This design comes from an exercise in tuning for small area, a short achievable clock period and few clock cycles on the open sky130 flow, not from production work. Only simulation tests tie the RTL to the original design; equivalence was not proved. Power figures rest on the tool's default switching activity, not on a simulated workload.

## old
// region_slot_table_core
module region_slot_table_core #(
  parameter int SLOTS = 64
) (
  input  logic                                 clk_i,
  input  logic                                 rst_ni,
  input  logic                                 start,
  output logic                                 busy,
  input  logic [rslot_pkg::CMD_W-1:0]          command_i,
  input  logic signed [rslot_pkg::POS_W-1:0]   pos_x_i,
  input  logic signed [rslot_pkg::POS_W-1:0]   pos_y_i,
  input  logic signed [rslot_pkg::POS_W-1:0]   center_x_i,
  input  logic signed [rslot_pkg::POS_W-1:0]   center_y_i,
  input  logic                                 cfg_we_i,
  input  logic [rslot_pkg::RADIUS_W-1:0]       cfg_wdata_i,
  output logic                                 valid_o,
  output logic [rslot_pkg::STATUS_W-1:0]       status_o,
  output logic [rslot_pkg::SLOT_W-1:0]         slot_o,
  output logic signed [rslot_pkg::POS_W-1:0]   out_x_o,
  output logic signed [rslot_pkg::POS_W-1:0]   out_y_o,
  output logic [rslot_pkg::OCC_W-1:0]          occupied_count_o,
  output logic                                 last_o
);
  ...
make LEC_CHECK=0 CAP_MARGIN=40 CORE_MARGIN=2 CORE_UTILIZATION=45 CTS_CLUSTER_DIAMETER=100 CTS_CLUSTER_SIZE=20 SETUP_SLACK_MARGIN=3.2 SLEW_MARGIN=40 TNS_END_PERCENT=10 finish   # period 6.0 ns
run.sh (not shown) runs the stock make flow with config.mk's settings and CLKGATE_MAP_FILE= SYNTH_SCRIPT=/design/flow/synth_recipe.tcl, a recipe that flattens the netlist after the stock synthesis.
Testbench counts of old, summed over its fixed seeds: cycles 16,747.
Changes in new relative to old:
--- a/flow/design.v
+++ b/flow/design.v
@@ -127,21 +127,20 @@
   logic [RADIUS_W-1:0]      radius_q;
   logic [SLOTS-1:0]         used_q, used_d;
   logic [CW-1:0]            cnt_q, cnt_d;
   logic signed [POS_W-1:0]  cam_x_q [SLOTS];
   logic signed [POS_W-1:0]  cam_y_q [SLOTS];
   logic                     busy_q, busy_d;
   logic                     acc;
   logic                     a_vld_q, a_stall;
   logic [CMD_W-1:0]         a_cmd_q;
   logic signed [POS_W-1:0]  a_px_q, a_py_q;    
-  logic signed [POS_W-1:0]  a_px2_q, a_py2_q;  
   logic [SLOTS-1:0]         m_d;
   logic                     a_go, ev_start, a_is_ev, a_is_ev_d, done_d;
   logic                     eq_ab;
   logic                     b_vld_q;
   logic [CMD_W-1:0]         b_cmd_q;
   logic signed [POS_W-1:0]  b_px_q, b_py_q;
   logic [SLOTS-1:0]         b_match_q;
   logic                     b_hit, free_any, b_ld, b_ul, b_wr, b_ulhit;
   logic [SLOTS-1:0]         free_oh, set_b, clr_b;
   localparam logic [1:0] EV_IDLE = 2'd0, EV_RUN = 2'd1, EV_FLUSH = 2'd3;
@@ -206,36 +205,25 @@
   assign a_is_ev_d = acc ? (command_i == CMD_EVICT) : a_is_ev;
   assign done_d    = (ev_st_d == EV_FLUSH) || (ev_adv && dv_q && dlast_q && !(|cfar));
   assign busy_d    = (acc | a_stall) && (ev_st_d != EV_IDLE) && (a_is_ev_d || !done_d);
   always_ff @(posedge clk_i) begin
     if (!busy_q) begin
       a_cmd_q <= command_i;
       a_px_q  <= (command_i == CMD_EVICT) ? center_x_i : pos_x_i;
       a_py_q  <= (command_i == CMD_EVICT) ? center_y_i : pos_y_i;
     end
   end
-  always_ff @(posedge clk_i) begin
-    if (!busy_q || !a_vld_q) begin
-      a_px2_q <= (command_i == CMD_EVICT) ? center_x_i : pos_x_i;
-      a_py2_q <= (command_i == CMD_EVICT) ? center_y_i : pos_y_i;
-    end
-  end
   assign eq_ab = (a_px_q == b_px_q) && (a_py_q == b_py_q);
   always_comb begin
     for (int i = 0; i < SLOTS; i = i + 1) begin
-      if (i < SLOTS / 2) begin
-        m_d[i] = (used_q[i] && !clr_b[i] && (cam_x_q[i] == a_px_q) && (cam_y_q[i] == a_py_q)) ||
-                 (set_b[i] && eq_ab);
-      end else begin
-        m_d[i] = (used_q[i] && !clr_b[i] && (cam_x_q[i] == a_px2_q) && (cam_y_q[i] == a_py2_q)) ||
-                 (set_b[i] && eq_ab);
-      end
+      m_d[i] = (used_q[i] && !clr_b[i] && (cam_x_q[i] == a_px_q) && (cam_y_q[i] == a_py_q)) ||
+               (set_b[i] && eq_ab);
     end
   end
   always_ff @(posedge clk_i or negedge rst_ni) begin
     if (!rst_ni) begin
       b_vld_q <= 1'b0;
     end else begin
       b_vld_q <= a_go;
     end
   end
   always_ff @(posedge clk_i) begin
[summary]
new: global routing usage on met1 0.87 points above old. Looking at capturing instance or port of the critical path, the b_match_q[0] result is from old; the b_match_q[38] one comes from new. Synthesis left new with fewer flip-flops than old. | proportion of power drawn by the clock network | new vs old | 0.4 points higher |. Summary of the comparison: area enclosed by the die boundary is lower in new, relative to old. Number of antenna violations at the first check in global routing: new vs old up 15%. new vs old — maximum frequency from static timing analysis climbed by a few percent. When the final numbers for new and old were put side by side, the area after synthesis turned out to be greater in old. Relative to old, the growth of design area from synthesis to finish of new is higher by 1.5 points.
Testbench counts of new, summed over its fixed seeds: cycles 16,747.

[afterwards: timing with drivers on the ports]
No port has a modelled driver above. Below, the same layouts with a new extraction and two added sets of constraints.
Step 1 sets driving cells, clkbuf_16 on the clock port and buf_2 on the other inputs (assumed; they add their load-dependent delay and slew).
Step 2 also shifts input and output timing later by t, the mid clock arrival at the registers, as if the neighbouring blocks saw the same clock.
Slacks: no drivers / after step 1 / after step 2; pairs: no drivers / after step 1.
run | shift t [ns] | slack for setup (ns) | pins driven straight from the clock port
old | 1.031 | 2.451 / 2.451 / 2.451 | 1
new | 1.043 | 2.610 / 2.610 / 2.610 | 1
After both steps every run listed still meets setup and hold.
